Source: an optimization exercise on an open RTL-to-GDS flow (aim: small area). Production flows keep margins and buffers that such runs may drop.
No functional check of the RTL was part of any run shown here.
No activity file was given, so power comes from the tool's default toggle rates.

File: flow/config.mk
export PLATFORM = sky130hd
export DESIGN_NAME = audio_noise_gate_with_hold
export DESIGN_NICKNAME = audio_noise_gate_with_hold
export VERILOG_FILES = /design/flow/design.v
export SDC_FILE = /design/flow/constraint.sdc
export NUM_CORES = 4
export LEC_CHECK = 0
export CAP_MARGIN = 20
export CORE_MARGIN = 2
export CORE_UTILIZATION = 40
export SLEW_MARGIN = 20
File: flow/constraint.sdc
create_clock -name core_clock -period 12.0 [get_ports {clk_i}]
set_input_delay 2.4000 -clock core_clock [delete_from_list [all_inputs] [get_ports {clk_i}]]
set_output_delay 2.4000 -clock core_clock [all_outputs]
set_load 0.01 [all_outputs]
File: flow/design.v
`default_nettype none
package ngate_pkg;
  localparam int SampleBitsDef = 24;
  localparam int CoefBitsDef   = 24;
  localparam int HoldBitsDef   = 20;
  localparam int CfgIdxBits = 3;
  localparam logic [31:0] ThresholdRst = 32'd83886;
  localparam logic [31:0] DetAtkRst    = 32'd16427000;
  localparam logic [31:0] DetRelRst    = 32'd16773721;
  localparam logic [31:0] GainAtkRst   = 32'd16707000;
  localparam logic [31:0] GainRelRst   = 32'd16770000;
  localparam logic [31:0] HoldLenRst   = 32'd480;
endpackage
`default_nettype wire
`default_nettype none
module audio_noise_gate_with_hold #(
  parameter int SAMPLE_BITS = ngate_pkg::SampleBitsDef,
  parameter int COEF_BITS   = ngate_pkg::CoefBitsDef,
  parameter int HOLD_BITS   = ngate_pkg::HoldBitsDef,
  parameter int CFG_BITS    = (SAMPLE_BITS > COEF_BITS)
                              ? ((SAMPLE_BITS > HOLD_BITS) ? SAMPLE_BITS : HOLD_BITS)
                              : ((COEF_BITS > HOLD_BITS) ? COEF_BITS : HOLD_BITS)
) (
  input  wire logic                             clk_i,
  input  wire logic                             rst_ni,
  input  wire logic                             cfg_we_i,
  input  wire logic [ngate_pkg::CfgIdxBits-1:0] cfg_idx_i,
  input  wire logic [CFG_BITS-1:0]              cfg_data_i,
  input  wire logic                             in_valid_i,
  output      logic                             in_ready_o,
  input  wire logic signed [SAMPLE_BITS-1:0]    in_sample_i,
  output      logic                             out_valid_o,
  input  wire logic                             out_ready_i,
  output      logic signed [SAMPLE_BITS-1:0]    out_sample_o,
  output      logic [COEF_BITS:0]               out_gain_o,
  output      logic                             out_gate_open_o
);
  localparam logic [2:0] PH_IDLE = 3'd0;
  localparam logic [2:0] PH_ENV  = 3'd1;
  localparam logic [2:0] PH_EUPD = 3'd2;
  localparam logic [2:0] PH_HOLD = 3'd3;
  localparam logic [2:0] PH_GAIN = 3'd4;
  localparam logic [2:0] PH_GUPD = 3'd5;
  localparam logic [2:0] PH_OUT  = 3'd6;
  localparam logic [2:0] PH_NEG  = 3'd7;
  logic        en_q;
  logic [23:0] thr_q, da_q, dr_q, ga_q, gr_q;
  logic [19:0] hl_q;
  logic        state_clr;
  logic [23:0] env_q;
  logic [24:0] g_q;
  logic [19:0] hc_q;
  logic [24:0] s_q;
  logic        open_q, ov_q, rise_q, b_q, f1_q, f2_q;
  logic [2:0]  ph_q;
  logic [4:0]  j_q;
  always_ff @(posedge clk_i or negedge rst_ni) begin
    if (!rst_ni) begin
      en_q  <= 1'b1;
      thr_q <= ngate_pkg::ThresholdRst[23:0];
      da_q  <= ngate_pkg::DetAtkRst[23:0];
      dr_q  <= ngate_pkg::DetRelRst[23:0];
      ga_q  <= ngate_pkg::GainAtkRst[23:0];
      gr_q  <= ngate_pkg::GainRelRst[23:0];
      hl_q  <= ngate_pkg::HoldLenRst[19:0];
    end else if (cfg_we_i) begin
      case (cfg_idx_i)
        3'd0: en_q  <= cfg_data_i[0];
        3'd1: thr_q <= cfg_data_i[23:0];
        3'd2: da_q  <= cfg_data_i[23:0];
        3'd3: dr_q  <= cfg_data_i[23:0];
        3'd4: ga_q  <= cfg_data_i[23:0];
        3'd5: gr_q  <= cfg_data_i[23:0];
        3'd6: hl_q  <= cfg_data_i[19:0];
        default: ;
      endcase
    end
  end
  assign state_clr = cfg_we_i && (cfg_idx_i == 3'd0) && !cfg_data_i[0];
  logic out_free, go, pass, first, last;
  assign out_free = !ov_q || out_ready_i;
  assign go       = (ph_q == PH_IDLE) && in_valid_i && out_free;
  assign pass     = (ph_q == PH_ENV) || (ph_q == PH_GAIN) || (ph_q == PH_OUT);
  assign first    = (j_q == 5'd0);
  assign last     = (ph_q == PH_GAIN) ? (j_q == 5'd25) : (j_q == 5'd24);
  assign in_ready_o = (ph_q == PH_NEG) || (go && !en_q);
  logic       sgn, x_j, m_j, e_j, g_j, sa, sb, d_env, d_gain, d_nxt;
  assign sgn = in_sample_i[23];
  logic [31:0] xs, es, gs;
  assign xs  = {8'd0, in_sample_i};
  assign es  = {8'd0, env_q};
  assign gs  = {7'd0, g_q};
  assign x_j = xs[j_q];
  assign e_j = es[j_q];
  assign g_j = gs[j_q];
  assign m_j = x_j ^ (sgn & f1_q);
  assign sa  = rise_q ? m_j : e_j;
  assign sb  = rise_q ? e_j : m_j;
  assign d_env  = sa ^ sb ^ f2_q;
  assign d_gain = (j_q == 5'd24) ? (open_q ? !(f2_q || g_j) : g_j)
                                 : (g_j ^ (open_q & f2_q));
  always_comb begin
    case (ph_q)
      PH_ENV:  d_nxt = d_env;
      PH_GAIN: d_nxt = d_gain;
      default: d_nxt = m_j;
    endcase
  end
  logic [25:0] p, q, sum;
  logic        inv;
  logic [23:0] coef;
  assign coef = (ph_q == PH_ENV) ? (rise_q ? da_q : dr_q) : (open_q ? ga_q : gr_q);
  always_comb begin
    p   = '0;
    q   = '0;
    inv = 1'b0;
    case (ph_q)
      PH_IDLE: begin
        p   = en_q ? {2'b00, env_q} : '0;
        q   = {{2{sgn}}, in_sample_i};
        inv = en_q && !sgn;
      end
      PH_ENV, PH_GAIN: begin
        p = (b_q && !first) ? {2'b11, coef} : '0;
        q = first ? '0 : {s_q[24], s_q};
      end
      PH_EUPD: begin
        p   = {2'b00, env_q};
        q   = {s_q[24], s_q};
        inv = rise_q;
      end
      PH_GUPD: begin
        p   = {1'b0, g_q};
        q   = {s_q[24], s_q};
        inv = open_q;
      end
      PH_OUT: begin
        p = (b_q && !first) ? {1'b0, g_q} : '0;
        q = first ? '0 : {s_q[24], s_q};
      end
      PH_NEG: begin
        q   = {s_q[24], s_q};
        inv = sgn;
      end
      default: ;
    endcase
  end
  assign sum = p + (q ^ {26{inv}}) + {25'd0, inv};
  logic gt, hc_nz;
  assign gt    = env_q > thr_q;
  assign hc_nz = (hc_q != '0);
  always_ff @(posedge clk_i or negedge rst_ni) begin
    if (!rst_ni) begin
      env_q <= '0;
      g_q   <= '0;
      hc_q  <= '0;
      ov_q  <= 1'b0;
      ph_q  <= PH_IDLE;
      j_q   <= '0;
    end else begin
      if (state_clr) begin
        env_q <= '0;
        g_q   <= '0;
        hc_q  <= '0;
      end else begin
        if (ph_q == PH_EUPD) env_q <= sum[23:0];
        if (ph_q == PH_GUPD) g_q   <= sum[24:0];
        if (ph_q == PH_HOLD) begin
          if (gt) hc_q <= hl_q;
          else if (hc_nz) hc_q <= hc_q - 1'b1;
        end
      end
      if (in_ready_o && in_valid_i) ov_q <= 1'b1;
      else if (out_ready_i) ov_q <= 1'b0;
      case (ph_q)
        PH_IDLE: if (go && en_q) ph_q <= PH_ENV;
        PH_ENV, PH_GAIN, PH_OUT: begin
          if (last) begin
            ph_q <= ph_q + 3'd1;
            j_q  <= '0;
          end else begin
            j_q <= j_q + 5'd1;
          end
        end
        default: ph_q <= ph_q + 3'd1;
      endcase
    end
  end
  always_ff @(posedge clk_i) begin
    if (go) rise_q <= sum[25];
    if (pass) begin
      b_q  <= d_nxt;
      f1_q <= f1_q | x_j;
      f2_q <= (ph_q == PH_ENV) ? ((!sa & sb) | (!(sa ^ sb) & f2_q)) : (f2_q | g_j);
    end else begin
      f1_q <= 1'b0;
      f2_q <= 1'b0;
    end
    if (ph_q == PH_HOLD) open_q <= gt || hc_nz;
    else if (go && !en_q) open_q <= 1'b0;
    if (go && !en_q) s_q <= sum[24:0];
    else if (pass) s_q <= (ph_q == PH_GAIN && last) ? sum[24:0] : sum[25:1];
    else if (ph_q == PH_NEG) s_q <= sum[24:0];
  end
  assign out_valid_o     = ov_q;
  assign out_sample_o    = s_q[23:0];
  assign out_gain_o      = en_q ? g_q : '0;
  assign out_gate_open_o = open_q;
endmodule
`default_nettype wire
File: flow/run.sh
#!/bin/bash
# synth_recipe.tcl (not shown) runs the flow's synth.tcl, then flattens the netlist and writes it again
# the make line also repeats each setting of config.mk as NAME=value (left out here)
make -C /OpenROAD-flow-scripts/flow DESIGN_CONFIG=/design/flow/config.mk WORK_HOME=/design/flow/orfs CLKGATE_MAP_FILE= SYNTH_SCRIPT=/design/flow/synth_recipe.tcl finish
==> results of run 1 <==
[area by class of cell]
class                   instances  area [sq um]  share of cell area (%)
multi-input cells            1121          8210                    46.1
flip-flops and latches        249          6460                    36.3
repair buffers                138          1310                    7.35
clock buffers                  38           831                    4.67
well taps                     511           639                    3.59
inverters                      48           180                    1.01
clock inverters                16           173                   0.970
[worst max-delay path by stage]
stage	end
final	in_ready_o
after detailed placement	s_q[21]
after global routing	s_q[21]
after CTS	in_ready_o
after global placement	s_q[22]
after floorplan	s_q[18]
[synth_stat cells (all sizes together) (23+ instances only)]
library cell  count  area (sq um)
nand2           149           559
dfrtp           138          3450
mux2            119          1340
a21oi           103           519
o21ai            91           455
nor2             90           340
clkbuf           81           304
dfstp            81          2130
mux2i            62           624
ha               59           738
inv              48           180
nand3            41           215
nor2b            39           244
buf              37           241
a211oi           33           248
and2             33           206
xnor2            31           272
a21o             28           210
edfxtp           28           841
a22oi            26           195
nor3             25           125
a222oi           23           230
[worst reg2reg max path: stages, from the launching register on]
cell      delay, ns
dfrtp_1        0.42
inv_1          0.11
ha_1           0.47
nand2_1        0.74
o21ai_1        0.39
buf_4          0.34
a222oi_1       0.18
nor2_1         0.26
ha_1           0.35
a21o_1         0.20
a221oi_1       0.53
o211ai_1       0.32
a22oi_1        0.42
a31oi_1        0.23
mux2i_1        0.18
nor2_1         0.19
o21ai_0        0.10
[cells by family (layout without fill, tap and decap cells)]
group | Yosys count | in the layout | share of synthesized area [%]
mux | 202 | 202 | 15.9
compound gates | 385 | 385 | 16.4
fa+ha+maj | 61 | 61 | 5.07
xor+xnor | 34 | 34 | 1.94
simple gates | 439 | 439 | 13.9
flops | 249 | 249 | 42.1
buf+inv | 166 | 240 | 4.72
[where the power goes]
part           total (mW)  switching (mW)  internal (mW)
Combinational        1.28           0.715          0.566
Clock               0.926           0.373          0.553
Sequential           1.28           0.157           1.12
[per-stage QoR]
step | hold slack [ns] | total power, mW | area (sq um) | setup slack [ns]
6_report | 0.457 | 3.49 | 17800 | 5.33
5_1_grt | 0.505 | 3.69 | 17800 | 4.95
4_1_cts | 0.456 | 3.50 | 17800 | 5.31
3_5_place_dp | 0.449 | 2.57 | 16800 | 4.84
3_3_place_gp | 0.440 | 2.55 | 16800 | 5.00
2_1_floorplan | 0.426 | 2.15 | 15400 | 6.10
[layer usage]
layer	global-route usage, %	routed length (microns)
met5	0	0
met4	6.50	1280
met3	3.33	2580
met2	37.1	21200
met1	33.3	21100
[registers in the layout, indices dropped and copies added (netlist names)]
signal / flops
g_q: 25
s_q: 25
da_q: 24
dr_q: 24
env_q: 24
ga_q: 24
gr_q: 24
thr_q: 24
hc_q: 20
hl_q: 20
j_q: 5
ph_q: 3
b_q: 1
en_q: 1
f1_q: 1
f2_q: 1
open_q: 1
ov_q: 1
rise_q: 1
==> results.json, run 1 <==
{
  "slew_viol_final": 0,
  "cts-root-buf": "clkbuf_16",
  "r2r-start": "ph_q[1]",
  "clock_sinks": 249,
  "cp_num_buf_inv": 2,
  "grt_usage_pct": 23.3,
  "synth_ff_type": "dfrtp_1",
  "clkTransAtPathRegs_ns": 0.06,
  "cp_top_family": "buffers and inverters",
  "vias": 12200,
  "cts-htree-levels": 1,
  "skew_ns": 0.0220,
  "synth_edf_count": 28,
  "grt_max_degree": 107,
  "fin_tns_setup_ns": 0,
  "synth_fp_nets": 1653,
  "fmax_mhz": 150,
  "peakVddDrop_mv": 0.110,
  "clock_latency_ns": 0.57,
  "cts_max_path_buffers": 3,
  "whs_endpoint": "f1_q",
  "die_area_sq_mm": 0.0400,
  "stdcell_count": 2121,
  "fin_crit_sh_pct": 55.6,
  "numCtsBuffers": 29,
  "cts_tree": "built",
  "cts_hold_buf": 0,
  "rsz0062_at_grt": "no",
  "grt_pass1_wl_mm": 71.5,
  "cp_slowest_stage_delay_ns": 0.53,
  "drv_cap": 0,
  "power-per-cell-area_mw_per_mm2": 196,
  "avgSynthCellArea_sq_um": 10.0,
  "layout_commonest_cell": "nand2_1",
  "crit_arrival_ns": 4.27,
  "routabilityCongestion": 0.894,
  "layout-drive-gt1-share_pct": 20.6,
  "synth_seq_area_share_pct": 42.1,
  "first_pass_iters": 6,
  "synth_cell_type_count": 77,
  "rrSetupSlack_ns": 6.31,
  "via_per_inst": 5.77,
  "synth_area_sq_mm": 0.0154,
  "slew-limit-headroom_pct": 31.5,
  "synthesis.yosys.warnings": 1,
  "hold_viol": 0,
  "crit_chain": "clkdlybuf4s50_1 > nand2b_1 > nand2_1 > nor3_1 > or2_2 > clkdlybuf4s50_1",
  "ys_ff_latch": 249,
  "syn-instance-count": 1536,
  "holdPathStages": 2,
  "first_global_vias": 11900,
  "post_cts_resized": 0,
  "post-cts-setup-buffers": 0,
  "wl_per_cell_microns": 21.7,
  "tightest_slew_ns": 1.03,
  "dpl.cell_count": 2067,
  "reg2reg_to": "s_q[21]",
  "rows": 71,
  "drtIter0Drc": 1037,
  "min_path_type": "flip-flop to flip-flop",
  "finalCriticalPeriod_ns": 6.67,
  "setup.worst_path.class": "primary input to output pin",
  "cpMaxStageDelayCell": "clkdlybuf4s50_1",
  "crit_path_end_kind": "output pin",
  "path_common_cell": "clkdlybuf4s50_1",
  "ant_nets": 0,
  "grt_antenna_before_repair": 1,
  "cp.depth": 6,
  "initial_utilization_pct": 40.7,
  "num_antenna_cells": 0,
  "layout_common_cells": "149 x nand2_1, 138 x dfrtp_1, 119 x mux2_2",
  "synth-async-reset-ratio_pct": 88.0,
  "fill_cells": 3545,
  "drc": 0,
  "hpwl_mm": 33.3,
  "die_width_microns": 200,
  "min_from": "f1_q",
  "area_growth_pct": 15.9,
  "cp.required_ns": 9.60,
  "worst-r2r-cell-count": 16,
  "coreArea_sq_mm": 0.0378,
  "post-route-util_pct": 47.2,
  "grt_overflow_total": 0,
  "cp_max_fo": 5,
  "critPathLaunchType": "primary input",
  "status": "finished clean",
  "cp-startpoint": "out_ready_i",
  "wl_mm": 46.1,
  "p_leak_nw": 7.30,
  "num_io_pins": 108,
  "nets": 1704,
  "port_buffers": 107,
  "setup_viol": 0,
  "dieHeight_microns": 200
}
==> inputs of run 2 (changes only) <==
--- a/flow/design.v
+++ b/flow/design.v
@@ -116,9 +116,9 @@
     inv = 1'b0;
     case (ph_q)
       PH_IDLE: begin
-        p   = en_q ? {2'b00, env_q} : '0;
-        q   = {{2{sgn}}, in_sample_i};
-        inv = en_q && !sgn;
+        p   = (go && en_q) ? {2'b00, env_q} : '0;
+        q   = go ? {{2{sgn}}, in_sample_i} : {s_q[24], s_q};
+        inv = go && en_q && !sgn;
       end
       PH_ENV, PH_GAIN: begin
         p = (b_q && !first) ? {2'b11, coef} : '0;
@@ -145,9 +145,21 @@
       default: ;
     endcase
   end
-  assign sum = p + (q ^ {26{inv}}) + {25'd0, inv};
+  logic [25:0] qx;
+  logic [26:0] cy;
+  assign qx    = q ^ {26{inv}};
+  assign cy[0] = inv;
+  for (genvar i = 0; i < 26; i++) begin : g_add
+    assign sum[i]   = p[i] ^ qx[i] ^ cy[i];
+    assign cy[i+1]  = (p[i] & qx[i]) | (p[i] & cy[i]) | (qx[i] & cy[i]);
+  end
   logic gt, hc_nz;
-  assign gt    = env_q > thr_q;
+  logic [24:0] gc;
+  assign gc[0] = 1'b0;
+  for (genvar i = 0; i < 24; i++) begin : g_cmp
+    assign gc[i+1] = (env_q[i] & !thr_q[i]) | (env_q[i] & gc[i]) | (!thr_q[i] & gc[i]);
+  end
+  assign gt    = gc[24];
   assign hc_nz = (hc_q != '0);
   always_ff @(posedge clk_i or negedge rst_ni) begin
     if (!rst_ni) begin
@@ -198,9 +210,7 @@
     end
     if (ph_q == PH_HOLD) open_q <= gt || hc_nz;
     else if (go && !en_q) open_q <= 1'b0;
-    if (go && !en_q) s_q <= sum[24:0];
-    else if (pass) s_q <= (ph_q == PH_GAIN && last) ? sum[24:0] : sum[25:1];
-    else if (ph_q == PH_NEG) s_q <= sum[24:0];
+    s_q <= (pass && !(ph_q == PH_GAIN && last)) ? sum[25:1] : sum[24:0];
   end
   assign out_valid_o     = ov_q;
   assign out_sample_o    = s_q[23:0];
--- a/flow/config.mk
+++ b/flow/config.mk
@@ -7,5 +7,6 @@
 export LEC_CHECK = 0
 export CAP_MARGIN = 20
 export CORE_MARGIN = 2
-export CORE_UTILIZATION = 40
+export CORE_UTILIZATION = 70
+export CTS_BUF_LIST = sky130_fd_sc_hd__clkbuf_4
 export SLEW_MARGIN = 20
==> results.json, run 2 <==
{
  "avgSynthCellArea_sq_um": 11.1,
  "nets": 1441,
  "setup_ws_ns": -0.300,
  "rsz0062_at_grt": "yes",
  "via_per_inst": 6.46,
  "syn-instance-count": 1238,
  "clkPwrFrac_pct": 26.3,
  "min_path_type": "flip-flop to flip-flop",
  "power-per-cell-area_mw_per_mm2": 199,
  "ant_nets": 0,
  "crit_path_end_kind": "flip-flop",
  "drtIter0Drc": 975,
  "num_io_pins": 108,
  "path_common_cell": "fa_2",
  "min_from": "f1_q",
  "numCtsBuffers": 68,
  "rows": 51,
  "yosysMostFrequentCell": "dfrtp_1",
  "ys_top_cells_by_count": "138 x dfrtp_1, 129 x mux2_2, 81 x dfstp_2, 75 x nor2_1, 74 x a211oi_1",
  "p_sw_share_pct": 33.9,
  "dpl.cell_count": 1540,
  "routabilityCongestion": 0.949,
  "synth_area_sq_mm": 0.0137,
  "finalCriticalPeriod_ns": 12.30,
  "die_width_microns": 144,
  "cts-htree-levels": 3,
  "setup_viol": 3,
  "reg2reg_to": "s_q[24]",
  "cts_hold_buf": 0,
  "synth.area.top_cells": "dfrtp_1 25%, dfstp_2 15%, mux2_2 11%",
  "seqPwrFrac_pct": 39.5,
  "dieHeight_microns": 144,
  "synth_seq_area_share_pct": 45.2,
  "coreArea_sq_mm": 0.0193,
  "p_int_mw": 2.13,
  "rrSetupSlack_ns": 0.40,
  "ys_ff_latch": 249,
  "wl_mm": 36.8,
  "r2r-start": "ph_q[0]",
  "grt_pass1_wl_mm": 57.8,
  "vias": 10800,
  "p_sw_mw": 1.09,
  "slew-limit-headroom_pct": 24.4,
  "p_leak_nw": 6.58,
  "area_growth_pct": 18.0,
  "hold_viol": 0,
  "fin_crit_sh_pct": 103,
  "synth_cell_type_count": 74,
  "status": "complete, but fails checks",
  "top_regs": "g_q x25, s_q x25",
  "setup.worst_path.class": "primary input to flip-flop",
  "layout-drive-gt1-share_pct": 33.2,
  "placed_area_sq_mm": 0.0151,
  "synth-async-reset-ratio_pct": 88.0,
  "combPwrFrac_pct": 34.2,
  "initial_utilization_pct": 71.0,
  "clkTransAtPathRegs_ns": 0.06,
  "holdPathStages": 2,
  "first_global_vias": 10600,
  "cts-root-buf": "clkbuf_4",
  "cts_max_path_buffers": 3,
  "layout_common_cells": "138 x dfrtp_1, 129 x mux2_2, 111 x clkbuf_4",
  "cts_tree": "built",
  "skew_ns": 0.0478,
  "cpMaxStageDelayCell": "fa_2",
  "clock_sinks": 249,
  "yosysTopAreaCell": "dfrtp_1",
  "cp.required_ns": 12.51,
  "critPathLaunchType": "primary input",
  "port_buffers": 107,
  "layout_commonest_cell": "dfrtp_1",
  "stdcell_count": 1670,
  "synthesis.yosys.warnings": 1,
  "grt_antenna_before_repair": 2,
  "stdcell_area_sq_mm": 0.0162,
  "drc": 0,
  "so_faults": "negative setup slack",
  "cp_slowest_stage_delay_ns": 0.39,
  "synth_fp_nets": 1329,
  "crit_arrival_ns": 12.81,
  "whs_endpoint": "f1_q",
  "grt_max_degree": 90,
  "synth_edf_count": 3,
  "wl_per_cell_microns": 22.0,
  "drv_cap": 0,
  "peakVddDrop_mv": 0.116,
  "first_pass_iters": 7,
  "tightest_slew_ns": 1.13,
  "synth_ff_type": "dfrtp_1",
  "cp_max_fo": 4,
  "clock_latency_ns": 0.66,
  "fmax_mhz": 81.3,
  "grt_usage_pct": 36.4,
  "die_area_sq_mm": 0.0208,
  "worst-r2r-cell-count": 40,
  "slew_viol_final": 0,
  "grt_overflow_total": 0,
  "hpwl_mm": 25.4,
  "yosys.area.top_type_share_pct": 25.1
}
## run 2: cell count changes after synthesis, sizes merged, moves of 15 or more
cell	change
nand2	-93
a21oi	-64
ha	-49
o21ai	-42
a211oi	+41
nand3	-27
a21o	-25
dfxtp	+25
edfxtp	-25
fa	+23
clkbuf	-18
nor2	-15
## run 2: per-stage QoR
stage	TNS [ns]	power (mW)	utilization (%)	setup WS [ns]	hold slack (ns)
6_report	-0.565	3.22	83.8	-0.300	0.451
5_1_grt	-2.01	3.40	83.8	-0.595	0.472
4_1_cts	-0.511	3.22	83.7	-0.269	0.450
3_5_place_dp	-8.94	2.35	78.2	-1.38	0.441
3_3_place_gp	-7.61	2.31	78.2	-1.24	0.433
2_1_floorplan	-1.85	2.01	-	-0.547	0.426
## run 2: area by class of cell
type | instances | area [sq um]
diodes | 1 | 2.50
clock buffers | 111 | 833
clock inverters | 13 | 143
fillers | 1110 | 3120
inverters | 40 | 155
multi-input cells | 839 | 7100
flip-flops and latches | 249 | 6210
well taps | 265 | 332
repair buffers | 152 | 1440
## run 2: how the worst max path moves through the flow
stage	startpoint	endpoint	depth (start not counted)
after floorplan	out_ready_i	rise_q	35
after global placement	out_ready_i	s_q[24]	38
after detailed placement	out_ready_i	s_q[24]	38
after CTS	out_ready_i	s_q[24]	40
after global routing	out_ready_i	s_q[24]	40
final	out_ready_i	s_q[24]	39
## run 2: cell families after synthesis
group                    share of synthesized area (%)
AND/OR/NAND/NOR                                   10.7
AO/OA/AOI/OAI                                     14.3
flip-flops                                        45.2
multiplexers                                      18.0
buffers and inverters                             4.92
adder cells (fa/ha/maj)                           4.94
XOR/XNOR                                          2.01
## run 2: what timing repair did
| action | 4_1_cts | 5_1_grt |
|---|---|---|
| gates resized for setup | 22 | 1 |
| endpoints found under the setup margin | 7 | 7 |
| pin swaps | 3 | 1 |
| setup buffers | 4 | 0 |
## run 2: power groups by stage
| stage | Clock, mW | Sequential (mW) | Combinational, mW |
|---|---|---|---|
| final | 0.848 | 1.27 | 1.10 |
| after floorplan | 0 | 1.20 | 0.808 |
| after global routing | 0.906 | 1.29 | 1.20 |
| after CTS | 0.861 | 1.26 | 1.10 |
| after detailed placement | 0 | 1.27 | 1.08 |
| after global placement | 0 | 1.26 | 1.04 |
## run 2: metal layers
layer	share of wire, %	wire length [microns]	track usage, %
met3	7.6	2810	7.19
met5	0.035	13	0
met4	3.9	1450	14.9
met1	41	15100	50.0
met2	47	17500	57.6
## run 2: worst max-delay path, delay by kind of cell
family	cells	cell delay, ns
buffers and inverters	7	0.60
adders and majority gates	24	8.60
AOI/OAI and AO/OA	2	0.27
xor gates and xnor gates	3	0.57
and+or+nand+nor	3	0.33

==> port drivers added, routing unchanged <==
Ports are ideal in the flow. The routed layouts listed here were re-timed in OpenROAD.
Step 1, drivers: a clkbuf_16 drives clk_i and a buf_2 each remaining input, both assumed.
Step 2, shift: input delay + t, output delay - t, t = (earliest + latest rising clock arrival at the registers) / 2. This alone moves slack from input paths to output paths.
a / b / c = no drivers / after step 1 / after step 2; a / b = the first two.
run | shift t [ns] | setup WS [ns] | clock arrival spread, ns
run 1 | 0.603 | 5.333 / 5.302 / 4.800 | 0.022 / 0.022
run 2 | 0.685 | -0.300 / -0.293 / -0.978 | 0.050 / 0.050
For run 2, which loses most, drivers alone change the setup slack by +0.007 ns; drivers and shift together by -0.678 ns.
